This design comes from an exercise in tuning for small area on the open sky130 flow, not from production work.
Where RTL was checked, it was by simulation tests only, not by an equivalence proof against the original.
For runs 1 to 3, only the layout was checked, not whether the RTL still works.
Power is estimated from default activity; no workload was simulated.

===== run.sh =====
#!/bin/bash
# synth_recipe.tcl (not shown) runs the flow's synth.tcl, then flattens the netlist and writes it again
# the make line also repeats each setting of config.mk as NAME=value (left out here)
make -C /OpenROAD-flow-scripts/flow DESIGN_CONFIG=/design/flow/config.mk WORK_HOME=/design/flow/orfs CLKGATE_MAP_FILE= SYNTH_SCRIPT=/design/flow/synth_recipe.tcl finish

===== design.v =====
`default_nettype none
package stpm_pkg;
    localparam int Capacity = 64;
    localparam int IdxW     = $clog2(Capacity);
    localparam int CntW     = 7;
    typedef enum logic [2:0] {
        OP_INSERT     = 3'd0,
        OP_REMOVE     = 3'd1,
        OP_READ_ASC   = 3'd2,
        OP_READ_SIDE  = 3'd3,
        OP_READ_PRIME = 3'd4
    } op_t;
    typedef enum logic [1:0] {
        ST_OK        = 2'd0,
        ST_NOT_FOUND = 2'd1,
        ST_FULL      = 2'd2,
        ST_RANGE     = 2'd3
    } status_t;
    typedef enum logic [3:0] {
        S_IDLE,
        S_PRIME,
        S_SHIFT_UP,
        S_SEARCH,
        S_SHIFT_DN,
        S_PSCAN,
        S_READ,
        S_DONE
    } state_t;
    typedef struct packed {
        logic [2:0]  operation;
        logic [31:0] value;
        logic [5:0]  position;
    } in_word_t;
    typedef struct packed {
        logic [31:0] result_value;
        logic [6:0]  entry_count;
        logic [6:0]  prime_count;
        logic        value_is_prime;
        logic [1:0]  status;
    } out_word_t;
endpackage
`default_nettype wire
`default_nettype none
module sorted_table_with_prime_marks_unit (
    input  wire logic        clk,
    input  wire logic        rst_n,
    input  wire logic        in_valid,
    output wire logic        in_ready,
    input  wire logic [2:0]  in_operation,
    input  wire logic [31:0] in_value,
    input  wire logic [5:0]  in_position,
    output wire logic        out_valid,
    input  wire logic        out_ready,
    output wire logic [31:0] out_result_value,
    output wire logic [6:0]  out_entry_count,
    output wire logic [6:0]  out_prime_count,
    output wire logic        out_value_is_prime,
    output wire logic [1:0]  out_status
);
    localparam int Ring = 1855;      
    localparam int RecW = 28;
    localparam logic [3:0] S_CLEAR = 4'd0;
    localparam logic [3:0] S_IDLE  = 4'd1;
    localparam logic [3:0] S_PRIME = 4'd2;
    localparam logic [3:0] S_WAIT  = 4'd3;
    localparam logic [3:0] S_PASS1 = 4'd4;
    localparam logic [3:0] S_PASS2 = 4'd5;
    localparam logic [3:0] S_FLUSH = 4'd6;
    localparam logic [3:0] S_DONE  = 4'd7;
    localparam logic [3:0] S_RESP  = 4'd8;
    localparam logic [1:0] C_LT = 2'd0;
    localparam logic [1:0] C_EQ = 2'd1;
    localparam logic [1:0] C_GT = 2'd2;
    localparam logic [1:0] M_NORM  = 2'd0;
    localparam logic [1:0] M_EMIT  = 2'd1;
    localparam logic [1:0] M_DELAY = 2'd2;
    localparam logic [1:0] M_LOOK  = 2'd3;
    logic [Ring-1:0] ring;
    logic            y;
    logic            m;
    logic [RecW-1:0] t;
    logic            t_en;
    logic            t_in;
    logic [3:0]  state_reg, state_next;
    logic [10:0] ph_reg;
    logic [6:0]  fill_reg, fill_next;
    logic [6:0]  pcnt_reg, pcnt_next;
    logic [5:0]  hz_reg, hz_next;
    logic [6:0]  cnt_reg, cnt_next;
    logic        inrec_reg, inrec_next;
    logic [4:0]  bc_reg, bc_next;
    logic [1:0]  cmp_reg, cmp_next;
    logic        found_reg, found_next;
    logic [1:0]  mode_reg, mode_next;
    logic [1:0]  st_reg, st_next;
    logic        ip_reg, ip_next;
    logic [15:0] d_reg, d_next;
    logic [15:0] r_reg, r_next;
    logic [1:0]  qc_reg, qc_next;
    logic        is_ins, is_rem, is_asc, is_side, is_prm;
    logic        ph_last;
    logic        tail;
    logic        vbit;
    logic [6:0]  target;
    logic        hit;
    logic [16:0] r2;
    logic [17:0] sub;
    logic        qb;
    logic        db;
    logic [15:0] rr;
    logic [1:0]  qcn;
    assign is_ins  = (in_operation == 3'd0);
    assign is_rem  = (in_operation == 3'd1);
    assign is_asc  = (in_operation == 3'd2);
    assign is_side = (in_operation == 3'd3);
    assign is_prm  = (in_operation == 3'd4);
    assign m       = ring[Ring-1];
    assign ph_last = (ph_reg == 11'(Ring - 1));
    assign tail    = (ph_reg >= 11'(Ring - RecW));
    assign vbit    = in_value[bc_reg];
    always_comb
    begin
        if (is_prm)
            target = {1'b0, in_position};
        else if (is_side && in_position[0])
            target = fill_reg - 7'd1 - {2'b0, in_position[5:1]};
        else if (is_side)
            target = {2'b0, in_position[5:1]};
        else
            target = {1'b0, in_position};
    end
    assign hit = (cnt_reg == target);
    assign r2  = {r_reg, vbit};
    assign sub = {1'b0, r2} - {2'b0, d_reg};
    assign qb  = ~sub[17];
    assign rr  = qb ? sub[15:0] : r2[15:0];
    assign db  = ~bc_reg[4] & d_reg[bc_reg[3:0]];
    always_comb
    begin
        qcn = qc_reg;
        if (qc_reg == C_EQ && qb != db)
            qcn = qb ? C_GT : C_LT;
    end
    always_ff @(posedge clk)
    begin
        ring <= {ring[Ring-2:0], y};
        if (t_en)
            t <= {t[RecW-2:0], t_in};
    end
    assign t_en = (state_reg != S_DONE) && (state_reg != S_RESP);
    assign t_in = ((state_reg == S_PASS1) || (state_reg == S_PASS2)) && m;
    always_ff @(posedge clk or negedge rst_n)
    begin
        if (!rst_n)
        begin
            state_reg <= S_CLEAR;
            ph_reg    <= '0;
            fill_reg  <= '0;
            pcnt_reg  <= '0;
        end
        else
        begin
            state_reg <= state_next;
            ph_reg    <= ph_last ? 11'd0 : ph_reg + 11'd1;
            fill_reg  <= fill_next;
            pcnt_reg  <= pcnt_next;
        end
    end
    always_ff @(posedge clk)
    begin
        hz_reg    <= hz_next;
        cnt_reg   <= cnt_next;
        inrec_reg <= inrec_next;
        bc_reg    <= bc_next;
        cmp_reg   <= cmp_next;
        found_reg <= found_next;
        mode_reg  <= mode_next;
        st_reg    <= st_next;
        ip_reg    <= ip_next;
        d_reg     <= d_next;
        r_reg     <= r_next;
        qc_reg    <= qc_next;
    end
    assign in_ready           = (state_reg == S_DONE);
    assign out_valid          = (state_reg == S_RESP);
    assign out_result_value   = {hz_reg, t[RecW-2:1]};
    assign out_entry_count    = fill_reg;
    assign out_prime_count    = pcnt_reg;
    assign out_value_is_prime = t[0] | ip_reg;
    assign out_status         = st_reg;
    always_comb
    begin
        state_next = state_reg;
        fill_next  = fill_reg;
        pcnt_next  = pcnt_reg;
        hz_next    = hz_reg;
        cnt_next   = cnt_reg;
        inrec_next = inrec_reg;
        bc_next    = bc_reg - 5'd1;
        cmp_next   = cmp_reg;
        found_next = found_reg;
        mode_next  = mode_reg;
        st_next    = st_reg;
        ip_next    = ip_reg;
        d_next     = d_reg;
        r_next     = r_reg;
        qc_next    = qc_reg;
        y          = m;
        case (state_reg)
            S_CLEAR:
            begin
                y = 1'b0;
                if (ph_last)
                    state_next = S_IDLE;
            end
            S_IDLE:
            begin
                if (in_valid)
                begin
                    st_next    = 2'd0;
                    ip_next    = 1'b0;
                    state_next = S_WAIT;
                    bc_next    = 5'd31;
                    d_next     = 16'd2;
                    r_next     = '0;
                    qc_next    = C_EQ;
                    if (is_ins)
                    begin
                        if (fill_reg[6])
                        begin
                            st_next    = 2'd2;
                            state_next = S_FLUSH;
                        end
                        else if (~in_value[31] && (|in_value[30:1]))
                        begin
                            ip_next    = 1'b1;
                            state_next = S_PRIME;
                        end
                    end
                    else if (is_asc || is_side)
                    begin
                        if ({1'b0, in_position} >= fill_reg)
                        begin
                            st_next    = 2'd3;
                            state_next = S_FLUSH;
                        end
                    end
                    else if (!is_rem && !is_prm)
                    begin
                        state_next = S_FLUSH;
                    end
                end
            end
            S_PRIME:
            begin
                r_next  = rr;
                qc_next = qcn;
                if (bc_reg == 5'd0)
                begin
                    if (qcn == C_LT)
                    begin
                        state_next = S_WAIT;
                    end
                    else if (rr == '0)
                    begin
                        ip_next    = 1'b0;
                        state_next = S_WAIT;
                    end
                    else
                    begin
                        d_next  = {d_reg[15:1] + 15'(d_reg[0]), 1'b1};
                        r_next  = '0;
                        qc_next = C_EQ;
                    end
                end
            end
            S_WAIT:
            begin
                if (ph_last)
                begin
                    state_next = S_PASS1;
                    hz_next    = 6'b100000;
                    inrec_next = 1'b0;
                    cnt_next   = '0;
                    found_next = 1'b0;
                    mode_next  = M_NORM;
                end
            end
            S_PASS1, S_PASS2:
            begin
                if (!inrec_reg)
                begin
                    if (m)
                    begin
                        inrec_next = 1'b1;
                        bc_next    = 5'd25;
                        if ($signed(hz_reg) < $signed(in_value[31:26]))
                            cmp_next = C_LT;
                        else if (hz_reg == in_value[31:26])
                            cmp_next = C_EQ;
                        else
                            cmp_next = C_GT;
                    end
                    else
                    begin
                        hz_next = hz_reg + 6'd1;
                    end
                end
                else if (bc_reg != 5'd31)
                begin
                    if (cmp_reg == C_EQ && m != vbit)
                        cmp_next = m ? C_GT : C_LT;
                end
                else
                begin
                    inrec_next = 1'b0;
                    if (state_reg == S_PASS2)
                    begin
                        cnt_next = cnt_reg - 7'd1;
                    end
                    else if (is_ins)
                    begin
                        if (cmp_reg != C_GT)
                            cnt_next = cnt_reg + 7'd1;
                    end
                    else if (is_rem)
                    begin
                        if (cmp_reg == C_LT)
                            cnt_next = cnt_reg + 7'd1;
                        if (cmp_reg == C_EQ && !found_reg)
                        begin
                            found_next = 1'b1;
                            fill_next  = fill_reg - 7'd1;
                            pcnt_next  = pcnt_reg - 7'(m);
                        end
                    end
                    else if (!is_prm || m)
                    begin
                        if (hit)
                            state_next = S_DONE;
                        else
                            cnt_next = cnt_reg + 7'd1;
                    end
                end
                if (state_reg == S_PASS2)
                begin
                    case (mode_reg)
                        M_NORM:
                        begin
                            if (is_ins && !inrec_reg && cnt_reg == '0
                                && hz_reg == in_value[31:26])
                            begin
                                y          = 1'b1;
                                mode_next  = M_EMIT;
                                inrec_next = 1'b1;
                                bc_next    = 5'd25;
                            end
                            else if (is_rem && !inrec_reg && m && cnt_reg == '0)
                            begin
                                y         = ring[Ring-1-RecW];
                                mode_next = M_LOOK;
                            end
                        end
                        M_EMIT:
                        begin
                            y = (bc_reg == 5'd31) ? ip_reg : vbit;
                            if (bc_reg == 5'd31)
                                mode_next = M_DELAY;
                        end
                        M_DELAY:
                        begin
                            y = t[RecW-1];
                        end
                        default:
                        begin
                            y = ~tail & ring[Ring-1-RecW];
                        end
                    endcase
                end
                if (ph_last && state_next != S_DONE)
                begin
                    hz_next    = 6'b100000;
                    inrec_next = 1'b0;
                    mode_next  = M_NORM;
                    if (state_reg == S_PASS2)
                    begin
                        state_next = S_FLUSH;
                        bc_next    = 5'd31;
                        if (is_ins)
                        begin
                            fill_next = fill_reg + 7'd1;
                            pcnt_next = pcnt_reg + 7'(ip_reg);
                        end
                    end
                    else if (is_ins || (is_rem && found_next))
                    begin
                        state_next = S_PASS2;
                    end
                    else
                    begin
                        state_next = S_FLUSH;
                        bc_next    = 5'd31;
                        st_next    = is_rem ? 2'd1 : 2'd3;
                    end
                end
            end
            S_FLUSH:
            begin
                hz_next = '0;
                if (bc_reg == 5'd0)
                    state_next = S_DONE;
            end
            S_DONE:
            begin
                if (in_valid)
                    state_next = S_RESP;
            end
            S_RESP:
            begin
                if (out_ready)
                    state_next = S_IDLE;
            end
            default:
            begin
                state_next = S_IDLE;
            end
        endcase
    end
endmodule
`default_nettype wire

===== config.mk =====
export PLATFORM = sky130hd
export DESIGN_NAME = sorted_table_with_prime_marks_unit
export DESIGN_NICKNAME = sorted_table_with_prime_marks_unit
export VERILOG_FILES = /design/flow/design.v
export SDC_FILE = /design/flow/constraint.sdc
export NUM_CORES = 4
export LEC_CHECK = 0
export CAP_MARGIN = 20
export CORE_MARGIN = 2
export CORE_UTILIZATION = 40
export SLEW_MARGIN = 20

===== constraint.sdc =====
create_clock -name core_clock -period 14.0 [get_ports {clk}]
set_input_delay 2.8000 -clock core_clock [delete_from_list [all_inputs] [get_ports {clk}]]
set_output_delay 2.8000 -clock core_clock [all_outputs]
set_load 0.01 [all_outputs]

==> notes.md, run 1 <==
| Item | This run | Unit |
|:---|:---|:---|
| Final slew viol count | 0 | - |
| Cells on worst reg2reg path | 14 | - |
| Mapped Cells | 2800 | - |
| Syn-to-layout area delta | 18.6 | % |
| Number of DRC markers after the initial detailed-route iteration | 1252 | - |
| Endpoint class of the critical path | flop | - |
| Number of warnings printed during yosys synthesis | 1 | - |
| Crit path time final | 8000 | ps |
| Remaining max-slew budget at the tightest pin | 0.330 | - |
| Peak fanout along the critical path | 16 | - |
| Fraction of layout cells with a size suffix above 1 | 0.107 | - |
| Tightest Pin Transition | 1000 | ps |
| Syn Nets | 2900 | - |
| Total area of multi-input combinational cells | 0.00495 | mm² |
| TritonCTS Sinks | 1973 | - |
| Total Nets Final | 3113 | - |
| Max Fclk | 125 | MHz |
| Register-to-register setup slack | 8140 | ps |
| Antenna diode instance count | 0 | - |
| Number of CTS-inserted buffers | 175 | - |
| PortBufs | 95 | - |
| Cts repair resizes | 0 | - |
| Final hold slack | 310 | ps |
| Total Negative Setup Slacks | 0 | ps |
| Startpoint of the most critical register-to-register path | bc_reg[0] | - |
| Global-route wire length before repair | 101 | mm |
| TritonCTS clock tree | yes | - |
| Routability congestion estimate | 0.845 | - |
| Worst Hold Depth | 0 | - |
| Post-placement cell area | 0.0486 | mm² |
| # H-tree levels | 4 | - |
| Launch instance of the worst min-delay path | ring[1522] | - |
| Total wirelength of the detailed-routed design | 61.7 | mm |
| Dominant cells by area after synthesis | dfxtp_1, edfxtp_1, dfrtp_1 | - |
| Via count of the first global-routing pass | 19000 | - |
| Seq. cell area | 0.0405 | mm² |
| Initial core utilization | 0.403 | - |
| Total core area | 0.114 | mm² |
| Maximum capacitance violations | 0 | - |
| Crit Path Category | in -> reg | - |
| Number of inserted filler cells in the final layout | 9727 | - |
| Post-synth top area share | 0.809 | - |
| Regs by FF count | ring (1855), t (28) | - |
| Biggest register | ring | - |
| Final count of hold timing violations | 0 | - |
| Synth Area per Inst | 16.4 | µm² |
| Hpwl dp | 34.0 | mm |
| Number of antenna violations at the first check in global routing | 2 | - |
| Die span in y | 343 | µm |
| RSZ-0062 raised after global routing | false | - |
| Placement Rows | 124 | - |
| Post-DRT Antenna Nets | 0 | - |
| Buffers inserted by post-CTS timing repair | 0 | - |
| Via count normalized by instance count | 4.12 | - |
| Arrival time of data at the critical path endpoint | 8370 | ps |
| Flip-flop cell with the highest count after synthesis | dfxtp_1 | - |
| Flip-flop and latch count after synthesis | 1973 | - |
| # DRC | 0 | - |
| Startpoint Class | primary input | - |
| Worst min path class | reg -> reg | - |
| Fraction of synthesis flops using an asynchronous set or reset pin | 0.0147 | - |
| Part of the Yosys area used for sequential elements | 0.880 | - |
| Post-route design area | 0.0546 | mm² |
| Reg2reg end | d_reg[12] | - |
| Maximum number of pins on one net before global-route repair | 35 | - |
| Worst skew pair latency | 740 | ps |
| Routed wirelength normalized by instance count | 13.2 | µm |
| Max VDD drop | 0.000116 | V |
| Total design power | 11.7 | mW |
| Library cell occupying the most area in the post-synthesis netlist | dfxtp_1 | - |
| Die outline width | 343 | µm |
| Number of hold buffers added after cts | 0 | - |
| Total via count after detailed routing | 19200 | - |
| CTS clk-pin slew, worst paths | 60 | ps |
| Final cycle utilization of the critical path | 0.572 | - |
| Global-route congestion overflow total | 0 | - |
| Die Footprint | 0.118 | mm² |
| Count of pins on the block boundary | 96 | - |
| Util after Layout | 0.478 | - |
| CTS Root Cell | clkbuf_16 | - |
| Lkg Pwr | 21.7 | nW |
| Number of different library cells in the post-synthesis netlist | 76 | - |
| Netlist area before placement | 0.0460 | mm² |
| Capture endpoint of the worst hold path | ring[1523] | - |
| Result of the run | no timing/DRC/antenna violations | - |
| Number of endpoints failing setup at the final stage | 0 | - |
| Max reg flops | 1855 | - |
| Tot GR Track Use | 0.107 | - |
| EDFF count, synth | 84 | - |
| Final setup skew | 38.1 | ps |
| Buffers from clock root to sink, at most | 3 | - |
| Power density over cell area | 215 | mW/mm² |
| Worst path required time | 14370 | ps |
| Detailed-routing iteration count for the pre-antenna-repair pass | 5 | - |
[synth_stat cells (all sizes together), types with 10 or more instances]
| cell | instances |
|---|---|
| nand2 | 64 |
| o21ai | 45 |
| mux4 | 15 |
| dfxtp | 1860 |
| and3 | 10 |
| nand4 | 14 |
| nor2b | 10 |
| nand3 | 31 |
| a31oi | 12 |
| mux2i | 12 |
| buf | 32 |
| edfxtp | 84 |
| nor3 | 38 |
| nor2 | 98 |
| xor2 | 20 |
| or3 | 11 |
| o21a | 10 |
| dfrtp | 29 |
| xnor2 | 37 |
| nor4 | 21 |
| a21o | 16 |
| ha | 52 |
| a21oi | 57 |
| a22oi | 11 |
| inv | 59 |
| clkbuf | 37 |
[cells in the final DEF, fill, tap and decap left out, drive strengths merged, types with 12 or more instances in the layout]
master and n:
nor2 98, a21o 16, nand2 64, nand3 31
bufinv 13, mux2i 12, clkbuf 250, ha 52
clkdlybuf4s50 94, dfrtp 29, nor4 21, dfxtp 1860
o21ai 45, nor3 38, edfxtp 84, xor2 20
xnor2 37, inv 71, nand4 14, a31oi 12
clkinv 38, a21oi 57, mux4 15
[critical path, stage by stage]
cell             delay, ps
clkdlybuf4s50_1        720
mux4_2                 770
mux4_2                 550
mux2i_4                310
ha_1                   260
nor2b_1                 70
o2111ai_1              370
a21o_1                 250
a211oi_1               120
nor2_1                 750
nor4_1                 190
o211a_1                340
a21oi_1                280
a21o_1                 550
[report_power, final]
group	internal, mW	switching (mW)	total, mW
combinational	0.416	0.558	0.975
sequential	5.84	0.121	5.96
clock	2.83	1.98	4.81
[worst max-delay path by stage]
stage                            start         to  cells past startpoint
after floorplan           in_value[30]   d_reg[0]                     13
after global placement    in_value[16]   r_reg[9]                     14
after detailed placement  in_value[16]   r_reg[9]                     14
after CTS                 in_value[16]   r_reg[9]                     14
after global routing      in_value[16]  d_reg[14]                     14
final                     in_value[20]  d_reg[12]                     14
[cell type report]
class                           instances  share of cell area
Inverter                               60             0.00413
Sequential cell                      1973               0.742
Timing Repair Buffer                  105              0.0187
Clock inverter                         69              0.0152
Tap cell                             1512              0.0347
Clock buffer                          249              0.0947
Multi-Input combinational cell        698              0.0907
[cells by family after synthesis]
group	after synthesis	synth area share
buffers and inverters	129	0.0133
multiplexers	27	0.0106
adder cells (fa/ha/maj)	55	0.0154
AO/OA/AOI/OAI	222	0.0326
flip-flops	1973	0.880
XOR/XNOR	57	0.0108
AND/OR/NAND/NOR	337	0.0375
[per-layer routing]
metal,up-vias,GRT usage,routed length [µm]
met5,-,0,24
met4,4,0.0508,1770
met3,159,0.0371,4590
met2,469,0.127,21400
met1,8923,0.166,33900
li1,9664,-,-
[per-stage QoR]
| stage | worst slack, ps | cells |
|---|---|---|
| detailed placement | 5300 | 4347 |
| global placement | 5260 | 4347 |
| finish | 6000 | 4666 |
| floorplan | 7480 | 2800 |
| global route | 5770 | 4666 |
| CTS | 6090 | 4665 |
==> inputs of run 2 (changes only) <==
--- a/config.mk
+++ b/config.mk
@@ -8,4 +8,7 @@
 export CAP_MARGIN = 20
 export CORE_MARGIN = 2
-export CORE_UTILIZATION = 40
+export CORE_UTILIZATION = 60
+export CTS_BUF_LIST = sky130_fd_sc_hd__clkbuf_4
+export CTS_CLUSTER_SIZE = 30
+export PLACE_DENSITY = 0.7
 export SLEW_MARGIN = 20
==> notes.md, run 2 <==
| Item | This run | Unit |
|:---|:---|:---|
| Arrival time of data at the critical path endpoint | 8070 | ps |
| Via count of the first global-routing pass | 22900 | - |
| Total Negative Setup Slacks | 0 | ps |
| TritonCTS Sinks | 1973 | - |
| # H-tree levels | 5 | - |
| Regs by FF count | ring (1855), t (28) | - |
| CTS Root Cell | clkbuf_4 | - |
| Max VDD drop | 0.000134 | V |
| PortBufs | 95 | - |
| Total Nets Final | 3381 | - |
| Post-synth top cells | dfxtp_1, nor2_1, edfxtp_1, nand2_1, inv_1 | - |
| Initial core utilization | 0.606 | - |
| Routed length on met3 | 3.13 | mm |
| Tightest Pin Transition | 1010 | ps |
| Crit Path Category | in -> reg | - |
| Most common cell after layout, fill and taps aside | dfxtp_1 | - |
| Die span in y | 281 | µm |
| Fraction of synthesis flops using an asynchronous set or reset pin | 0.0147 | - |
| Hpwl dp | 36.2 | mm |
| Biggest register | ring | - |
| Power density over cell area | 208 | mW/mm² |
| Buffers from clock root to sink, at most | 4 | - |
| Crit path to | d_reg[7] | - |
| Total via count after detailed routing | 21000 | - |
| Die outline width | 281 | µm |
| Worst path required time | 14660 | ps |
| Routed metal-1 wire length | 33.0 | mm |
| Maximum capacitance violations | 0 | - |
| Number of different library cells in the post-synthesis netlist | 76 | - |
| # DRC | 0 | - |
| Endpoint class of the critical path | flop | - |
| Placement Rows | 101 | - |
| Reg2reg end | d_reg[7] | - |
| Lkg Pwr | 22.0 | nW |
| Tot GR Track Use | 0.177 | - |
| Mapped Cells | 2800 | - |
| CTS clk-pin slew, worst paths | 60 | ps |
| Count of pins on the block boundary | 96 | - |
| Result of the run | no timing/DRC/antenna violations | - |
| Final setup skew | 162 | ps |
| Number of CTS-inserted buffers | 446 | - |
| Post-synth top area share | 0.809 | - |
| Total core area | 0.0759 | mm² |
| EDFF count, synth | 84 | - |
| Number of antenna violations at the first check in global routing | 2 | - |
| Final slew viol count | 0 | - |
| Syn-to-layout area delta | 16.3 | % |
| Dominant cells by area after synthesis | dfxtp_1, edfxtp_1, dfrtp_1 | - |
| Via count normalized by instance count | 4.54 | - |
| Uppermost layer routed | met4 | - |
| Number of DRC markers after the initial detailed-route iteration | 843 | - |
| Worst setup path startpoint | in_value[25] | - |
| Crit path time final | 7420 | ps |
| Number of hold buffers added after cts | 0 | - |
| TritonCTS clock tree | yes | - |
| Cells on worst reg2reg path | 13 | - |
| Cts repair resizes | 0 | - |
| Number of endpoints failing setup at the final stage | 0 | - |
| Routed wirelength normalized by instance count | 14.4 | µm |
| Fraction of layout cells with a size suffix above 1 | 0.205 | - |
| Startpoint of the most critical register-to-register path | bc_reg[0] | - |
| Die Footprint | 0.0789 | mm² |
| Routability congestion estimate | 0.838 | - |
| RSZ-0062 raised after global routing | false | - |
| Global-route wire length before repair | 113 | mm |
| Worst min path class | reg -> reg | - |
| Dominant cell by count in the synthesized netlist | dfxtp_1 | - |
| Maximum number of pins on one net before global-route repair | 35 | - |
| Library cell occupying the most area in the post-synthesis netlist | dfxtp_1 | - |
| Startpoint Class | primary input | - |
| Netlist area before placement | 0.0460 | mm² |
| Total wirelength of the detailed-routed design | 67.0 | mm |
| Peak fanout along the critical path | 16 | - |
| Part of the Yosys area used for sequential elements | 0.880 | - |
| Routed wl met2 | 29.0 | mm |
| Max Fclk | 135 | MHz |
| Worst skew pair latency | 1140 | ps |
| Global-route congestion overflow total | 0 | - |
| Top library cells by usage in the layout, fill and taps aside | dfxtp_1, clkbuf_4, nor2_1, clkdlybuf4s50_1, edfxtp_1 | - |
| Post-DRT Antenna Nets | 0 | - |
| Max reg flops | 1855 | - |
| Buffers inserted by post-CTS timing repair | 0 | - |
| Register-to-register setup slack | 7840 | ps |
| Flip-flop and latch count after synthesis | 1973 | - |
| Final count of hold timing violations | 0 | - |
| Flip-flop cell with the highest count after synthesis | dfxtp_1 | - |
| Synth Area per Inst | 16.4 | µm² |
| Syn Nets | 2900 | - |
| Number of warnings printed during yosys synthesis | 1 | - |
| Final hold slack | 209 | ps |
| Final cycle utilization of the critical path | 0.530 | - |
| Detailed-routing iteration count for the pre-antenna-repair pass | 5 | - |
| Remaining max-slew budget at the tightest pin | 0.316 | - |
## run 2: kinds of logic (layout without fill, tap and decap cells)
kind of cell	count (synthesis)	count (layout)	share of synthesized area
multiplexers	27	27	0.0106
XOR/XNOR	57	57	0.0108
AND/OR/NAND/NOR	337	337	0.0375
flip-flops	1973	1973	0.880
AO/OA/AOI/OAI	222	222	0.0326
adder cells (fa/ha/maj)	55	55	0.0154
other	0	2	0
buffers and inverters	129	935	0.0133
## run 2: area by class of cell
type                            count  area (µm²)
Clock buffer                      668        5010
Tap cell                         1030        1290
Fill cell                        4926       22400
Inverter                           60         225
Timing Repair Buffer              102        1000
Antenna cell                        2        5.00
Clock inverter                    105         554
Sequential cell                  1973       40500
Multi-Input combinational cell    698        4940
## run 2: metrics by stage
step / util / setup WS [ps] / instances / total power, mW / area, µm²
2_1_floorplan: - / 7480 / 2800 / 6.75 / 46000
3_3_place_gp: 0.631 / 5530 / 3863 / 7.03 / 47900
3_5_place_dp: 0.631 / 5550 / 3863 / 7.05 / 47900
4_1_cts: 0.704 / 6700 / 4636 / 11.3 / 53500
5_1_grt: 0.705 / 6450 / 4637 / 11.7 / 53500
6_report: 0.705 / 6580 / 4638 / 11.2 / 53500
## run 2: routing by layer
layer / up-vias / track usage
li1: 10500 / -
met1: 9911 / 0.242
met2: 518 / 0.253
met3: 155 / 0.0480
met4: 0 / 0.104
met5: - / 0
## run 2: worst min-delay path by stage
stage,depth (start not counted),to,startpoint
after floorplan,0,ring[1000],ring[999]
after global placement,0,ring[664],ring[663]
after detailed placement,0,ring[1004],ring[1003]
after CTS,0,ring[1360],ring[1359]
after global routing,0,ring[1360],ring[1359]
final,0,ring[1360],ring[1359]
## run 2: worst max-delay path, cell delays in order
cell and delay (ps):
clkdlybuf4s50_1 470, mux4_1 590, mux4_2 520, mux2i_4 310, ha_1 300, nor2b_1 80, o2111ai_1 450, a21oi_1 200
o21bai_1 290, nand2_1 540, a41oi_1 520, a2111oi_4 100, a21oi_1 300, a21o_1 580
## run 2: power breakdown
group / internal (mW) / switching (mW)
Clock: 2.25 / 1.98
Sequential: 5.84 / 0.135
Combinational: 0.415 / 0.533
Total: 8.50 / 2.65
==> inputs of run 3 (changes only) <==
--- a/design.v
+++ b/design.v
@@ -58,5 +58,6 @@
     output wire logic [1:0]  out_status
 );
-    localparam int Ring = 1855;      
+    localparam int Data = 1855;      
+    localparam int Ring = Data + 3;  
     localparam int RecW = 28;
     localparam logic [3:0] S_CLEAR = 4'd0;
@@ -100,4 +101,7 @@
     logic        is_ins, is_rem, is_asc, is_side, is_prm;
     logic        ph_last;
+    logic        dt_last;
+    logic        beyond;
+    logic        pass_init;
     logic        tail;
     logic        vbit;
@@ -117,5 +121,6 @@
     assign m       = ring[Ring-1];
     assign ph_last = (ph_reg == 11'(Ring - 1));
-    assign tail    = (ph_reg >= 11'(Ring - RecW));
+    assign dt_last = (ph_reg == 11'(Data - 1));
+    assign tail    = (ph_reg >= 11'(Data - RecW));
     assign vbit    = in_value[bc_reg];
     always_comb
@@ -149,5 +154,8 @@
     end
     assign t_en = (state_reg != S_DONE) && (state_reg != S_RESP);
-    assign t_in = ((state_reg == S_PASS1) || (state_reg == S_PASS2)) && m;
+    assign t_in = m && (((state_reg == S_PASS1) && (is_asc || is_side || is_prm))
+                     || ((state_reg == S_PASS2) && is_ins));
+    assign beyond = (is_prm ? {1'b0, in_position} >= pcnt_reg
+                            : {1'b0, in_position} >= fill_reg);
     always_ff @(posedge clk or negedge rst_n)
     begin
@@ -207,4 +215,5 @@
         qc_next    = qc_reg;
         y          = m;
+        pass_init  = 1'b0;
         case (state_reg)
             S_CLEAR:
@@ -220,4 +229,6 @@
                     st_next    = 2'd0;
                     ip_next    = 1'b0;
+                    cnt_next   = '0;
+                    found_next = 1'b0;
                     state_next = S_WAIT;
                     bc_next    = 5'd31;
@@ -238,7 +249,7 @@
                         end
                     end
-                    else if (is_asc || is_side)
+                    else if (is_asc || is_side || is_prm)
                     begin
-                        if ({1'b0, in_position} >= fill_reg)
+                        if (beyond)
                         begin
                             st_next    = 2'd3;
@@ -246,8 +257,13 @@
                         end
                     end
-                    else if (!is_rem && !is_prm)
+                    else if (!is_rem)
                     begin
                         state_next = S_FLUSH;
                     end
+                    if (state_next == S_WAIT && ph_last)
+                    begin
+                        state_next = S_PASS1;
+                        pass_init  = 1'b1;
+                    end
                 end
             end
@@ -279,10 +295,6 @@
                 if (ph_last)
                 begin
-                    state_next = S_PASS1;
-                    hz_next    = 6'b100000;
-                    inrec_next = 1'b0;
-                    cnt_next   = '0;
-                    found_next = 1'b0;
-                    mode_next  = M_NORM;
+                    state_next = found_reg ? S_PASS2 : S_PASS1;
+                    pass_init  = 1'b1;
                 end
             end
@@ -378,13 +390,12 @@
                     endcase
                 end
-                if (ph_last && state_next != S_DONE)
+                if (dt_last && state_next != S_DONE)
                 begin
-                    hz_next    = 6'b100000;
+                    hz_next    = '0;
                     inrec_next = 1'b0;
                     mode_next  = M_NORM;
                     if (state_reg == S_PASS2)
                     begin
-                        state_next = S_FLUSH;
-                        bc_next    = 5'd31;
+                        state_next = S_DONE;
                         if (is_ins)
                         begin
@@ -395,11 +406,11 @@
                     else if (is_ins || (is_rem && found_next))
                     begin
-                        state_next = S_PASS2;
+                        state_next = S_WAIT;
+                        found_next = 1'b1;
                     end
                     else
                     begin
-                        state_next = S_FLUSH;
-                        bc_next    = 5'd31;
-                        st_next    = is_rem ? 2'd1 : 2'd3;
+                        state_next = S_DONE;
+                        st_next    = 2'd1;
                     end
                 end
@@ -426,4 +437,10 @@
             end
         endcase
+        if (pass_init)
+        begin
+            hz_next    = 6'b100000;
+            inrec_next = 1'b0;
+            mode_next  = M_NORM;
+        end
     end
 endmodule
--- a/config.mk
+++ b/config.mk
@@ -9,6 +9,7 @@
 export CORE_MARGIN = 2
 export CORE_UTILIZATION = 60
-export CTS_BUF_LIST = sky130_fd_sc_hd__clkbuf_4
-export CTS_CLUSTER_SIZE = 30
+export CTS_BUF_LIST = sky130_fd_sc_hd__clkbuf_16
+export CTS_CLUSTER_DIAMETER = 60
+export CTS_CLUSTER_SIZE = 32
 export PLACE_DENSITY = 0.7
 export SLEW_MARGIN = 20
==> notes.md, run 3 <==
| Item | This run | Unit |
|:---|:---|:---|
| Result of the run | no timing/DRC/antenna violations | - |
| Post-synth top cells | dfxtp_1, nor2_1, edfxtp_1, nand2_1 | - |
| Routed wirelength normalized by instance count | 16.0 | µm |
| Number of CTS-inserted buffers | 86 | - |
| Antenna diode instance count | 0 | - |
| Part of the Yosys area used for sequential elements | 0.873 | - |
| Most common cell after layout, fill and taps aside | dfxtp_1 | - |
| CTS clk-pin slew, worst paths | 110 | ps |
| Arrival time of data at the critical path endpoint | 7750 | ps |
| Worst path required time | 14370 | ps |
| Mapped Cells | 2868 | - |
| Syn Nets | 2975 | - |
| Met1 capacity usage during global routing | 0.248 | - |
| Total Nets Final | 3101 | - |
| Count of pins on the block boundary | 96 | - |
| Regs by FF count | ring (1858), t (28) | - |
| Final setup skew | 60.3 | ps |
| Total wirelength of the detailed-routed design | 65.2 | mm |
| Number of DRC markers after the initial detailed-route iteration | 1163 | - |
| Tot GR Track Use | 0.167 | - |
| Top library cells by usage in the layout, fill and taps aside | dfxtp_1, nor2_1, clkdlybuf4s50_1, clkbuf_16, edfxtp_1 | - |
| Number of antenna violations at the first check in global routing | 0 | - |
| Fraction of layout cells with a size suffix above 1 | 0.0585 | - |
| Flip-flop and latch count after synthesis | 1976 | - |
| CTS Root Cell | clkbuf_16 | - |
| Placement Rows | 101 | - |
| Remaining max-slew budget at the tightest pin | 0.218 | - |
| Crit path time final | 7370 | ps |
| Global-route congestion overflow total | 0 | - |
| Worst min path class | reg -> reg | - |
| Die Footprint | 0.0794 | mm² |
| Crit Path Category | in -> reg | - |
| Via count of the first global-routing pass | 19500 | - |
| Total design power | 8.67 | mW |
| Startpoint Class | primary input | - |
| Dominant cell by count in the synthesized netlist | dfxtp_1 | - |
| Combinational share of power | 0.006 | - |
| Cts repair resizes | 0 | - |
| GR met3 Demand/Resource | 0.0302 | - |
| PortBufs | 95 | - |
| Clock share of power | 0.343 | - |
| Flip-flop cell with the highest count after synthesis | dfxtp_1 | - |
| Final count of hold timing violations | 0 | - |
| Max VDD drop | 0.000145 | V |
| Maximum number of pins on one net before global-route repair | 34 | - |
| Fraction of power spent switching nets | 0.203 | - |
| Area share of xor/xnor cells in the synthesized design | 0.00924 | - |
| Number of different library cells in the post-synthesis netlist | 94 | - |
| Max reg flops | 1858 | - |
| # H-tree levels | 3 | - |
| Initial core utilization | 0.608 | - |
| Dominant cells by area after synthesis | dfxtp_1, edfxtp_1, ha_1 | - |
| TritonCTS clock tree | yes | - |
| Internal Pwr Total | 6.91 | mW |
| Detailed-routing iteration count for the pre-antenna-repair pass | 7 | - |
| Die span in y | 282 | µm |
| Worst skew pair latency | 670 | ps |
| Number of endpoints failing setup at the final stage | 0 | - |
| TritonCTS Sinks | 1976 | - |
| Gr busiest metal | met2 | - |
| EDFF count, synth | 75 | - |
| Library cell occupying the most area in the post-synthesis netlist | dfxtp_1 | - |
| Hpwl dp | 37.7 | mm |
| Post-synth top area share | 0.809 | - |
| Number of warnings printed during yosys synthesis | 1 | - |
| Max Fclk | 136 | MHz |
| Total Negative Setup Slacks | 0 | ps |
| Peak fanout along the critical path | 29 | - |
| Netlist area before placement | 0.0463 | mm² |
| Fraction of synthesis flops using an asynchronous set or reset pin | 0.0147 | - |
| Area share of and/or/nand/nor cells after synthesis | 0.0451 | - |
| Relative contribution of sequential cells to total power | 0.652 | - |
| Biggest register | ring | - |
| Multiplexer area fraction after synthesis | 0.00748 | - |
| Maximum capacitance violations | 0 | - |
| # DRC | 0 | - |
| Global-route wire length before repair | 106 | mm |
| Post-DRT Antenna Nets | 0 | - |
| Buffers inserted by post-CTS timing repair | 0 | - |
| Syn-to-layout area delta | 10.2 | % |
| Die outline width | 282 | µm |
| RSZ-0062 raised after global routing | false | - |
| Tightest Pin Transition | 1160 | ps |
| Endpoint class of the critical path | flop | - |
| Power density over cell area | 170 | mW/mm² |
| Adder-cell area share of the yosys netlist | 0.0172 | - |
| Final slew viol count | 0 | - |
| Net switching power of the design | 1.76 | mW |
| Synth Area per Inst | 16.2 | µm² |
| Via count normalized by instance count | 4.72 | - |
| Total via count after detailed routing | 19200 | - |
| Register-to-register setup slack | 8270 | ps |
| Lkg Pwr | 20.1 | nW |
| Routability congestion estimate | 0.855 | - |
| Number of hold buffers added after cts | 0 | - |
| Final hold slack | 314 | ps |
| Met2 Usage GRT | 0.251 | - |
| Compound-gate portion of the synthesized area | 0.0339 | - |
| Buffers from clock root to sink, at most | 3 | - |
| Combinational family with the most area after synthesis | simple AND/OR/NAND/NOR gates | - |
| Final cycle utilization of the critical path | 0.527 | - |
| Total core area | 0.0762 | mm² |
## run 3: logic make-up (layout without fill, tap and decap cells)
kind of cell,count (synthesis),count (layout)
compound gates,227,227
xor+xnor,48,48
fa+ha+maj,62,62
buf+inv,129,302
flops,1976,1976
mux,27,27
simple gates,399,399
## run 3: routing by layer
metal | wire length (µm) | part of all wire | vias up
met3 | 2420 | 0.037 | 123
met2 | 27700 | 0.42 | 319
met1 | 33400 | 0.51 | 9128
met4 | 1670 | 0.026 | 0
met5 | 0 | 0 | -
li1 | - | - | 9632
## run 3: worst paths after layout
path	start	depth (start not counted)	endpoint
setup / recovery	in_value[9]	16	r_reg[5]
hold / removal	ring[317]	0	ring[318]
setup reg to reg	bc_reg[1]	15	r_reg[5]
hold reg to reg	ring[317]	0	ring[318]
max in group asynchronous	rst_n	2	state_reg[2]
min in group asynchronous	rst_n	2	ph_reg[10]
## run 3: power groups by stage
stage          sequential, mW  combinational, mW  clock, mW
2_1_floorplan            5.78             0.0255          0
3_3_place_gp             5.78             0.0501          0
3_5_place_dp             5.78             0.0512          0
4_1_cts                  5.65             0.0516       3.05
5_1_grt                  5.65             0.0563       3.23
6_report                 5.65             0.0516       2.97
## run 3: layout make-up
| class | count | area (µm²) |
|---|---|---|
| clock buffer | 87 | 2180 |
| clock inverter | 48 | 637 |
| fill | 5095 | 25100 |
| inverter | 62 | 233 |
| multi-input combinational | 763 | 5250 |
| sequential | 1976 | 40500 |
| tap | 1030 | 1290 |
| timing repair buffer | 105 | 1020 |
## run 3: stage by stage
stage               cell area, µm²  setup WS [ps]  instances   util
CTS                          51100           6690       4070  0.670
finish                       51100           6630       4071  0.670
detailed placement           48200           5950       3935  0.633
floorplan                    46300           6590       2868      -
global placement             48200           6010       3935  0.633
global route                 51100           6210       4071  0.670
## run 3: worst max-delay path: stages
cell	delay [ps]
clkdlybuf4s50_1	480
mux4_2	500
o21ai_0	160
nor4b_1	80
a311oi_2	630
ha_1	330
nor2b_1	100
o21ba_2	220
o31ai_1	430
a211o_1	280
and2_1	190
buf_4	350
nor4b_1	110
o2111a_2	330
o21ai_2	630
nor2_1	120
==> inputs of run 4 (changes only) <==
--- a/design.v
+++ b/design.v
@@ -108,4 +108,8 @@
     logic [6:0]  target;
     logic        hit;
+    logic        cnt_dn;
+    logic [6:0]  cnt_stp;
+    logic        cnt_one;
+    logic [5:0]  hz_stp;
     logic [16:0] r2;
     logic [17:0] sub;
@@ -124,16 +128,8 @@
     assign tail    = (ph_reg >= 11'(Data - RecW));
     assign vbit    = in_value[bc_reg];
-    always_comb
-    begin
-        if (is_prm)
-            target = {1'b0, in_position};
-        else if (is_side && in_position[0])
-            target = fill_reg - 7'd1 - {2'b0, in_position[5:1]};
-        else if (is_side)
-            target = {2'b0, in_position[5:1]};
-        else
-            target = {1'b0, in_position};
-    end
-    assign hit = (cnt_reg == target);
+    assign target  = is_side ? {2'b0, in_position[5:1]} : {1'b0, in_position};
+    assign cnt_dn  = (state_reg == S_PASS2) || (is_side && in_position[0]);
+    assign cnt_stp = cnt_reg + (cnt_dn ? 7'h7f : 7'h01);
+    assign hit     = (cnt_stp == target);
     assign r2  = {r_reg, vbit};
     assign sub = {1'b0, r2} - {2'b0, d_reg};
@@ -156,6 +152,7 @@
     assign t_in = m && (((state_reg == S_PASS1) && (is_asc || is_side || is_prm))
                      || ((state_reg == S_PASS2) && is_ins));
-    assign beyond = (is_prm ? {1'b0, in_position} >= pcnt_reg
-                            : {1'b0, in_position} >= fill_reg);
+    assign beyond = ({1'b0, in_position} >= fill_reg);
+    assign cnt_one = (cnt_reg == 7'h7f);
+    assign hz_stp  = hz_reg + 6'd1;
     always_ff @(posedge clk or negedge rst_n)
     begin
@@ -212,6 +209,6 @@
         ip_next    = ip_reg;
         d_next     = d_reg;
-        r_next     = r_reg;
-        qc_next    = qc_reg;
+        r_next     = (state_reg == S_PRIME && bc_reg != 5'd0) ? rr : '0;
+        qc_next    = (state_reg == S_PRIME && bc_reg != 5'd0) ? qcn : C_EQ;
         y          = m;
         pass_init  = 1'b0;
@@ -229,11 +226,9 @@
                     st_next    = 2'd0;
                     ip_next    = 1'b0;
-                    cnt_next   = '0;
+                    cnt_next   = (is_side && in_position[0]) ? fill_reg : 7'h7f;
                     found_next = 1'b0;
                     state_next = S_WAIT;
                     bc_next    = 5'd31;
                     d_next     = 16'd2;
-                    r_next     = '0;
-                    qc_next    = C_EQ;
                     if (is_ins)
                     begin
@@ -249,5 +244,5 @@
                         end
                     end
-                    else if (is_asc || is_side || is_prm)
+                    else if (is_asc || is_side)
                     begin
                         if (beyond)
@@ -257,5 +252,5 @@
                         end
                     end
-                    else if (!is_rem)
+                    else if (!is_rem && !is_prm)
                     begin
                         state_next = S_FLUSH;
@@ -270,6 +265,4 @@
             S_PRIME:
             begin
-                r_next  = rr;
-                qc_next = qcn;
                 if (bc_reg == 5'd0)
                 begin
@@ -286,6 +279,4 @@
                     begin
                         d_next  = {d_reg[15:1] + 15'(d_reg[0]), 1'b1};
-                        r_next  = '0;
-                        qc_next = C_EQ;
                     end
                 end
@@ -316,5 +307,5 @@
                     else
                     begin
-                        hz_next = hz_reg + 6'd1;
+                        hz_next = hz_stp;
                     end
                 end
@@ -329,15 +320,15 @@
                     if (state_reg == S_PASS2)
                     begin
-                        cnt_next = cnt_reg - 7'd1;
+                        cnt_next = cnt_stp;
                     end
                     else if (is_ins)
                     begin
                         if (cmp_reg != C_GT)
-                            cnt_next = cnt_reg + 7'd1;
+                            cnt_next = cnt_stp;
                     end
                     else if (is_rem)
                     begin
                         if (cmp_reg == C_LT)
-                            cnt_next = cnt_reg + 7'd1;
+                            cnt_next = cnt_stp;
                         if (cmp_reg == C_EQ && !found_reg)
                         begin
@@ -349,8 +340,7 @@
                     else if (!is_prm || m)
                     begin
+                        cnt_next = cnt_stp;
                         if (hit)
                             state_next = S_DONE;
-                        else
-                            cnt_next = cnt_reg + 7'd1;
                     end
                 end
@@ -360,5 +350,5 @@
                         M_NORM:
                         begin
-                            if (is_ins && !inrec_reg && cnt_reg == '0
+                            if (is_ins && !inrec_reg && cnt_one
                                 && hz_reg == in_value[31:26])
                             begin
@@ -368,5 +358,5 @@
                                 bc_next    = 5'd25;
                             end
-                            else if (is_rem && !inrec_reg && m && cnt_reg == '0)
+                            else if (is_rem && !inrec_reg && m && cnt_one)
                             begin
                                 y         = ring[Ring-1-RecW];
@@ -409,9 +399,15 @@
                         found_next = 1'b1;
                     end
-                    else
+                    else if (is_rem)
                     begin
                         state_next = S_DONE;
                         st_next    = 2'd1;
                     end
+                    else
+                    begin
+                        state_next = S_FLUSH;
+                        bc_next    = 5'd31;
+                        st_next    = 2'd3;
+                    end
                 end
             end
--- a/config.mk
+++ b/config.mk
@@ -6,10 +6,11 @@
 export NUM_CORES = 4
 export LEC_CHECK = 0
+export ABC_AREA = 1
 export CAP_MARGIN = 20
 export CORE_MARGIN = 2
 export CORE_UTILIZATION = 60
 export CTS_BUF_LIST = sky130_fd_sc_hd__clkbuf_16
-export CTS_CLUSTER_DIAMETER = 60
-export CTS_CLUSTER_SIZE = 32
+export CTS_CLUSTER_DIAMETER = 70
+export CTS_CLUSTER_SIZE = 36
 export PLACE_DENSITY = 0.7
 export SLEW_MARGIN = 20
==> notes.md, run 4 <==
| Item | This run | Unit |
|:---|:---|:---|
| Result of the run | no timing/DRC/antenna violations | - |
| Launch instance of the worst min-delay path | ring[1026] | - |
| Relative contribution of sequential cells to total power | 0.629 | - |
| Capture endpoint of the worst hold path | ring[1027] | - |
| Crit path time final | 6330 | ps |
| Initial core utilization | 0.607 | - |
| Peak fanout along the critical path | 16 | - |
| Internal Pwr Total | 7.09 | mW |
| Worst path max stage delay | 510 | ps |
| Die span in y | 281 | µm |
| Startpoint Class | primary input | - |
| Fraction of power spent switching nets | 0.243 | - |
| Number of warnings printed during yosys synthesis | 1 | - |
| Maximum capacitance violations | 0 | - |
| Antenna diode instance count | 0 | - |
| Via count normalized by instance count | 4.56 | - |
| Endpoint class of the critical path | flop | - |
| Routed wirelength normalized by instance count | 15.2 | µm |
| Mapped Cells | 3106 | - |
| Part of the Yosys area used for sequential elements | 0.874 | - |
| Crit Path Category | in -> reg | - |
| Synth Area per Inst | 14.8 | µm² |
| Final setup skew | 56.3 | ps |
| Cells on worst reg2reg path | 25 | - |
| Biggest register | ring | - |
| Fraction of layout cells with a size suffix above 1 | 0.0424 | - |
| Tot GR Track Use | 0.169 | - |
| Max Fclk | 158 | MHz |
| Library cell occupying the most area in the post-synthesis netlist | dfxtp_1 | - |
| # H-tree levels | 3 | - |
| Worst skew pair latency | 660 | ps |
| Post-placement cell area | 0.0481 | mm² |
| Number of hold buffers added after cts | 0 | - |
| Total core area | 0.0759 | mm² |
| Dominant cell by count in the synthesized netlist | dfxtp_1 | - |
| Clock share of power | 0.276 | - |
| Post-synth top cells | dfxtp_1, nand2_1, inv_1, nor2_1, nand3_1 | - |
| Cts repair resizes | 0 | - |
| Worst path required time | 14250 | ps |
| Arrival time of data at the critical path endpoint | 6580 | ps |
| Fraction of synthesis flops using an asynchronous set or reset pin | 0.0147 | - |
| Remaining max-slew budget at the tightest pin | 0.362 | - |
| Netlist area before placement | 0.0461 | mm² |
| Maximum number of pins on one net before global-route repair | 38 | - |
| Top library cells by usage in the layout, fill and taps aside | dfxtp_1, nand2_1, inv_1, nor2_1, clkdlybuf4s50_1 | - |
| Flip-flop cell with the highest count after synthesis | dfxtp_1 | - |
| Total Nets Final | 3330 | - |
| Post-synth top area share | 0.821 | - |
| CTS clk-pin slew, worst paths | 120 | ps |
| Power density over cell area | 187 | mW/mm² |
| Number of antenna violations at the first check in global routing | 0 | - |
| Worst Hold Depth | 0 | - |
| Worst path setup slack after routing | 7670 | ps |
| Number of different library cells in the post-synthesis netlist | 58 | - |
| Startpoint of the most critical register-to-register path | bc_reg[1] | - |
| Reg2reg end | d_reg[14] | - |
| Register-to-register setup slack | 9100 | ps |
| Syn-to-layout area delta | 8.91 | % |
| Tightest Pin Transition | 953 | ps |
| Final slew viol count | 0 | - |
| Total via count after detailed routing | 19500 | - |
| Global-route wire length before repair | 107 | mm |
| Count of pins on the block boundary | 96 | - |
| Setup WS pre-CTS | 7040 | ps |
| Total Negative Setup Slacks | 0 | ps |
| Routability congestion estimate | 0.872 | - |
| Die outline width | 281 | µm |
| Regs by FF count | ring (1858), t (28) | - |
| PortBufs | 95 | - |
| TritonCTS clock tree | yes | - |
| Final hold slack | 299 | ps |
| Max reg flops | 1858 | - |
| Total wirelength of the detailed-routed design | 65.3 | mm |
| Worst min path class | reg -> reg | - |
| Final count of hold timing violations | 0 | - |
| TritonCTS Sinks | 1976 | - |
| Syn Nets | 3203 | - |
| Post-DRT Antenna Nets | 0 | - |
| Die Footprint | 0.0790 | mm² |
| Number of CTS-inserted buffers | 71 | - |
| CTS Root Cell | clkbuf_16 | - |
| Final cycle utilization of the critical path | 0.452 | - |
| Number of endpoints failing setup at the final stage | 0 | - |
| Max VDD drop | 0.000154 | V |
| Net switching power of the design | 2.27 | mW |
| Post-route design area | 0.0502 | mm² |
| Most common cell after layout, fill and taps aside | dfxtp_1 | - |
| Global-route congestion overflow total | 0 | - |
| Slowest cell on the critical path | clkdlybuf4s50_1 | - |
| Via count of the first global-routing pass | 20000 | - |
| RSZ-0062 raised after global routing | false | - |
| # DRC | 0 | - |
| Buffers from clock root to sink, at most | 3 | - |
| Placement Rows | 101 | - |
| Dominant cells by area after synthesis | dfxtp_1, edfxtp_1, nand2_1 | - |
| Buffers inserted by post-CTS timing repair | 0 | - |
| Number of DRC markers after the initial detailed-route iteration | 1147 | - |
| EDFF count, synth | 57 | - |
| Combinational share of power | 0.094 | - |
| Most frequent cell on the critical path | nand2_1 | - |
| Hpwl dp | 37.6 | mm |
| Detailed-routing iteration count for the pre-antenna-repair pass | 7 | - |
| Lkg Pwr | 20.6 | nW |
| Flip-flop and latch count after synthesis | 1976 | - |
==> run 4: cell types whose count changed after synthesis, sizes merged, moves of 18 or more <==
| cell | change |
|---|---|
| edfxtp | -18 |
| nor2 | +26 |
| inv | +127 |
| nor2b | -19 |
| dfxtp | +18 |
| nand3 | +47 |
| o21ai | +58 |
| xnor2 | -32 |
| mux2i | -20 |
| xor2 | +18 |
| nand2 | +228 |
==> run 4: critical path, delay by kind of cell <==
kind / cells / cell delay, ps
and+or+nand+nor: 17 / 1630
adders and majority gates: 2 / 690
buffers and inverters: 4 / 1150
AOI/OAI and AO/OA: 3 / 310
==> run 4: cell families (layout without fill, tap and decap cells) <==
family	Yosys count	count (layout)	synth area share
AND/OR/NAND/NOR	599	599	0.0580
XOR/XNOR	34	34	0.00646
adder cells (fa/ha/maj)	52	52	0.0144
buffers and inverters	237	383	0.0221
AO/OA/AOI/OAI	208	208	0.0251
flip-flops	1976	1976	0.874
==> run 4: layout make-up <==
| type | count | area [µm²] |
|---|---|---|
| inverters | 189 | 709 |
| well taps | 1030 | 1290 |
| flip-flops and latches | 1976 | 40300 |
| fillers | 5127 | 25800 |
| clock inverters | 20 | 327 |
| clock buffers | 72 | 1800 |
| multi-input cells | 893 | 4800 |
| repair buffers | 102 | 998 |
==> run 4: metrics by stage <==
step | util | instances | total power [mW]
2_1_floorplan | - | 3106 | 6.59
3_3_place_gp | 0.633 | 4189 | 6.88
3_5_place_dp | 0.633 | 4190 | 6.91
4_1_cts | 0.661 | 4282 | 9.44
5_1_grt | 0.661 | 4282 | 9.75
6_report | 0.661 | 4282 | 9.36
==> run 4: worst max path at each step <==
stage	startpoint	end	slack, ps	depth (start not counted)
after floorplan	in_value[17]	d_reg[0]	8350	25
after global placement	in_value[17]	d_reg[13]	7120	26
after detailed placement	in_value[17]	d_reg[14]	7040	26
after CTS	in_value[17]	d_reg[2]	7700	26
after global routing	in_value[17]	d_reg[14]	7260	26
final	in_value[17]	d_reg[14]	7670	26
==> run 4: routing by layer <==
metal	wire length, µm	share of wire	GRT usage
met5	0	0	0
met4	1880	0.029	0.0543
met3	2450	0.038	0.0278
met2	28000	0.43	0.256
met1	32900	0.50	0.249
==> run 4: power by group through the flow <==
| stage | combinational [mW] | sequential, mW | clock, mW |
|---|---|---|---|
| final | 0.884 | 5.89 | 2.59 |
| after global routing | 1.00 | 5.91 | 2.84 |
| after CTS | 0.891 | 5.89 | 2.66 |
| after detailed placement | 0.888 | 6.02 | 0 |
| after global placement | 0.872 | 6.01 | 0 |
| after floorplan | 0.614 | 5.97 | 0 |
==> inputs of run 5 (changes only) <==
--- a/config.mk
+++ b/config.mk
@@ -6,11 +6,10 @@
 export NUM_CORES = 4
 export LEC_CHECK = 0
-export ABC_AREA = 1
 export CAP_MARGIN = 20
 export CORE_MARGIN = 2
 export CORE_UTILIZATION = 60
 export CTS_BUF_LIST = sky130_fd_sc_hd__clkbuf_16
-export CTS_CLUSTER_DIAMETER = 70
-export CTS_CLUSTER_SIZE = 36
+export CTS_CLUSTER_DIAMETER = 60
+export CTS_CLUSTER_SIZE = 32
 export PLACE_DENSITY = 0.7
 export SLEW_MARGIN = 20
==> notes.md, run 5 <==
| Item | This run | Unit |
|:---|:---|:---|
| Biggest register | ring | - |
| Placement Rows | 101 | - |
| Flip-flop cell with the highest count after synthesis | dfxtp_1 | - |
| Max reg flops | 1858 | - |
| Buffers from clock root to sink, at most | 3 | - |
| Number of hold buffers added after cts | 0 | - |
| Maximum capacitance violations | 0 | - |
| Part of the Yosys area used for sequential elements | 0.883 | - |
| Most common cell after layout, fill and taps aside | dfxtp_1 | - |
| Via count normalized by instance count | 4.67 | - |
| Final count of hold timing violations | 0 | - |
| CP Cell Sequence | clkdlybuf4s50_1 > mux4_2 > o21ai_0 > o211ai_1 > nor3_1 > buf_4 > ha_1 > nand2b_1 > a21oi_1 > a21oi_1 > a21oi_1 > a41oi_1 > nor4_1 > a21oi_1 > o21ba_2 | - |
| Total Negative Setup Slacks | 0 | ps |
| Number of endpoints failing setup at the final stage | 0 | - |
| Number of CTS-inserted buffers | 86 | - |
| Antenna diode instance count | 0 | - |
| Mapped Cells | 2790 | - |
| Netlist area before placement | 0.0456 | mm² |
| Multiplexer area fraction after synthesis | 0.00843 | - |
| PortBufs | 95 | - |
| Detailed-routing iteration count for the pre-antenna-repair pass | 5 | - |
| Post-synth top area share | 0.830 | - |
| Number of warnings printed during yosys synthesis | 1 | - |
| Worst skew pair latency | 650 | ps |
| Post-synth top cells | dfxtp_1, nor2_1, nand2_1, a21oi_1, edfxtp_1 | - |
| Internal Pwr Total | 7.34 | mW |
| Dominant cell by count in the synthesized netlist | dfxtp_1 | - |
| Peak fanout along the critical path | 16 | - |
| Tot GR Track Use | 0.157 | - |
| CTS clk-pin slew, worst paths | 100 | ps |
| Launch instance of the worst min-delay path | ring[182] | - |
| Result of the run | no timing/DRC/antenna violations | - |
| Initial core utilization | 0.603 | - |
| Number of DRC markers after the initial detailed-route iteration | 1040 | - |
| Lkg Pwr | 19.9 | nW |
| Net switching power of the design | 2.21 | mW |
| Startpoint of the most critical register-to-register path | bc_reg[0] | - |
| Slowest cell on the critical path | a41oi_1 | - |
| Die span in y | 280 | µm |
| Combinational family with the most area after synthesis | simple AND/OR/NAND/NOR gates | - |
| Syn-to-layout area delta | 10.5 | % |
| Dominant cells by area after synthesis | dfxtp_1, edfxtp_1, dfrtp_1 | - |
| Number of antenna violations at the first check in global routing | 0 | - |
| CTS Root Cell | clkbuf_16 | - |
| Maximum number of pins on one net before global-route repair | 34 | - |
| Endpoint class of the critical path | flop | - |
| Library cell occupying the most area in the post-synthesis netlist | dfxtp_1 | - |
| Total core area | 0.0756 | mm² |
| RSZ-0062 raised after global routing | false | - |
| Startpoint Class | primary input | - |
| Final setup skew | 28.3 | ps |
| Total wirelength of the detailed-routed design | 60.8 | mm |
| # H-tree levels | 3 | - |
| Post-DRT Antenna Nets | 0 | - |
| TritonCTS Sinks | 1976 | - |
| Power density over cell area | 190 | mW/mm² |
| Crit path time final | 7070 | ps |
| Worst setup path startpoint | in_value[21] | - |
| Crit Path Category | in -> reg | - |
| Clock share of power | 0.319 | - |
| TritonCTS clock tree | yes | - |
| Total design power | 9.55 | mW |
| Worst path required time | 14310 | ps |
| Worst min path class | reg -> reg | - |
| Final cycle utilization of the critical path | 0.505 | - |
| Fraction of power spent switching nets | 0.231 | - |
| Die Footprint | 0.0782 | mm² |
| Adder-cell area share of the yosys netlist | 0.0146 | - |
| Hpwl dp | 33.9 | mm |
| Routability congestion estimate | 0.847 | - |
| Area share of xor/xnor cells in the synthesized design | 0.0110 | - |
| Tightest Pin Transition | 1040 | ps |
| Final slew viol count | 0 | - |
| Syn Nets | 2887 | - |
| Fraction of layout cells with a size suffix above 1 | 0.0574 | - |
| Routed wirelength normalized by instance count | 15.4 | µm |
| Cts repair resizes | 0 | - |
| Relative contribution of sequential cells to total power | 0.614 | - |
| Via count of the first global-routing pass | 18600 | - |
| Arrival time of data at the critical path endpoint | 7380 | ps |
| Compound-gate portion of the synthesized area | 0.0294 | - |
| Combinational share of power | 0.068 | - |
| Global-route wire length before repair | 99.6 | mm |
| Remaining max-slew budget at the tightest pin | 0.305 | - |
| EDFF count, synth | 57 | - |
| Flip-flop and latch count after synthesis | 1976 | - |
| Regs by FF count | ring (1858), t (28) | - |
| Max VDD drop | 0.000185 | V |
| Number of different library cells in the post-synthesis netlist | 77 | - |
| # DRC | 0 | - |
| Fraction of synthesis flops using an asynchronous set or reset pin | 0.0147 | - |
| Die outline width | 280 | µm |
| Worst path max stage delay | 790 | ps |
| Most frequent cell on the critical path | a21oi_1 | - |
| Global-route congestion overflow total | 0 | - |
| Max Fclk | 141 | MHz |
| Buffers inserted by post-CTS timing repair | 0 | - |
| Count of pins on the block boundary | 96 | - |
| Area share of and/or/nand/nor cells after synthesis | 0.0405 | - |
| Final hold slack | 315 | ps |
| Total Nets Final | 3010 | - |
| Total via count after detailed routing | 18400 | - |
| Top library cells by usage in the layout, fill and taps aside | dfxtp_1, clkdlybuf4s50_1, nor2_1, clkbuf_16, nand2_1 | - |
| Synth Area per Inst | 16.3 | µm² |
[run 5: cell types whose count changed after synthesis, sizes merged, moves of 12 or more]
cell,change
nand2,-215
mux4,+13
inv,-135
and3,+13
nand2b,+12
nor2b,+13
xnor2,+28
clkbuf,+18
nor2,-41
o21ai,-57
nand3,-51
[run 5: area by class of cell]
cell class,count,area [µm²]
clock buffer,87,2180
clock inverter,49,749
fill,5095,25200
inverter,54,203
multi-input combinational,693,4740
sequential,1976,40300
tap,978,1220
timing repair buffer,102,1000
[run 5: logic make-up after synthesis]
kind of cell               after synthesis
adders and majority gates               52
xor gates and xnor gates                54
DFF                                   1976
muxes                                   22
buffers and inverters                  121
AOI/OAI and AO/OA                      202
and+or+nand+nor                        363
[run 5: per-layer routing]
| layer | track usage | wire, µm |
|---|---|---|
| met5 | 0 | 0 |
| met4 | 0.0509 | 1590 |
| met3 | 0.0283 | 2380 |
| met2 | 0.224 | 24500 |
| met1 | 0.244 | 32300 |
[run 5: worst paths after layout]
check / end / slack (ps) / cells after the start
worst min register to register: ring[183] / 320 / 0
worst min-delay path: ring[183] / 320 / 0
worst max register to register: d_reg[1] / 8490 / 14
min in group asynchronous: pcnt_reg[1] / 2540 / 2
max in group asynchronous: ph_reg[3] / 11130 / 2
worst max-delay path: d_reg[1] / 6930 / 15
[run 5: through the flow]
stage	util	std cells	cell area (µm²)	worst slack (ps)
after floorplan	-	2790	45600	7750
after global placement	0.628	3803	47400	6530
after detailed placement	0.628	3803	47400	6360
after CTS	0.667	3939	50400	7050
after global routing	0.667	3939	50400	6660
final	0.667	3939	50400	6930
[run 5: critical path, delay by kind of cell]
family                   cells  cell delay (ps)
AO/OA/AOI/OAI                8             2580
adder cells (fa/ha/maj)      1              190
buffers and inverters        2              650
multiplexers                 1              470
AND/OR/NAND/NOR              3              670
[run 5: power by group through the flow]
stage                     clock network [mW]  registers [mW]  logic, mW
after global placement                     0            5.98      0.633
after floorplan                            0            5.92      0.504
after global routing                    3.31            5.88      0.705
final                                   3.04            5.86      0.648
after CTS                               3.12            5.86      0.650
after detailed placement                   0            5.99      0.646

## separate check: timing with driven ports
How much do the figures lean on ideal ports? The routed layouts below were timed once more, with nothing changed but the port constraints.
Step 1 sets driving cells, clkbuf_16 on the clock port and buf_2 on the other inputs (assumed; they add their load-dependent delay and slew).
Step 2 moves the port delays by t, midway between the first and last clock arrival at a register: inputs arrive t later, outputs are due t later. That takes back most of the time a late clock gives input paths.
a / b / c = ideal / step 1 / step 2; a / b = the first two.
run | t (ns) | slack for setup (ns) | worst setup path at the end
run 1 | 0.793 | 5.997 / 6.044 / 5.251 | input to register
run 2 | 1.140 | 6.583 / 6.619 / 5.478 | input to register
run 3 | 0.707 | 6.627 / 6.663 / 5.956 | input to register
run 4 | 0.700 | 7.666 / 7.706 / 7.006 | input to register
run 5 | 0.710 | 6.931 / 6.966 / 6.256 | input to register
After both steps setup and hold are still met in every run listed. The setup slack of run 2, which loses most, moves by +0.036 ns with the drivers and by -1.105 ns with both steps.
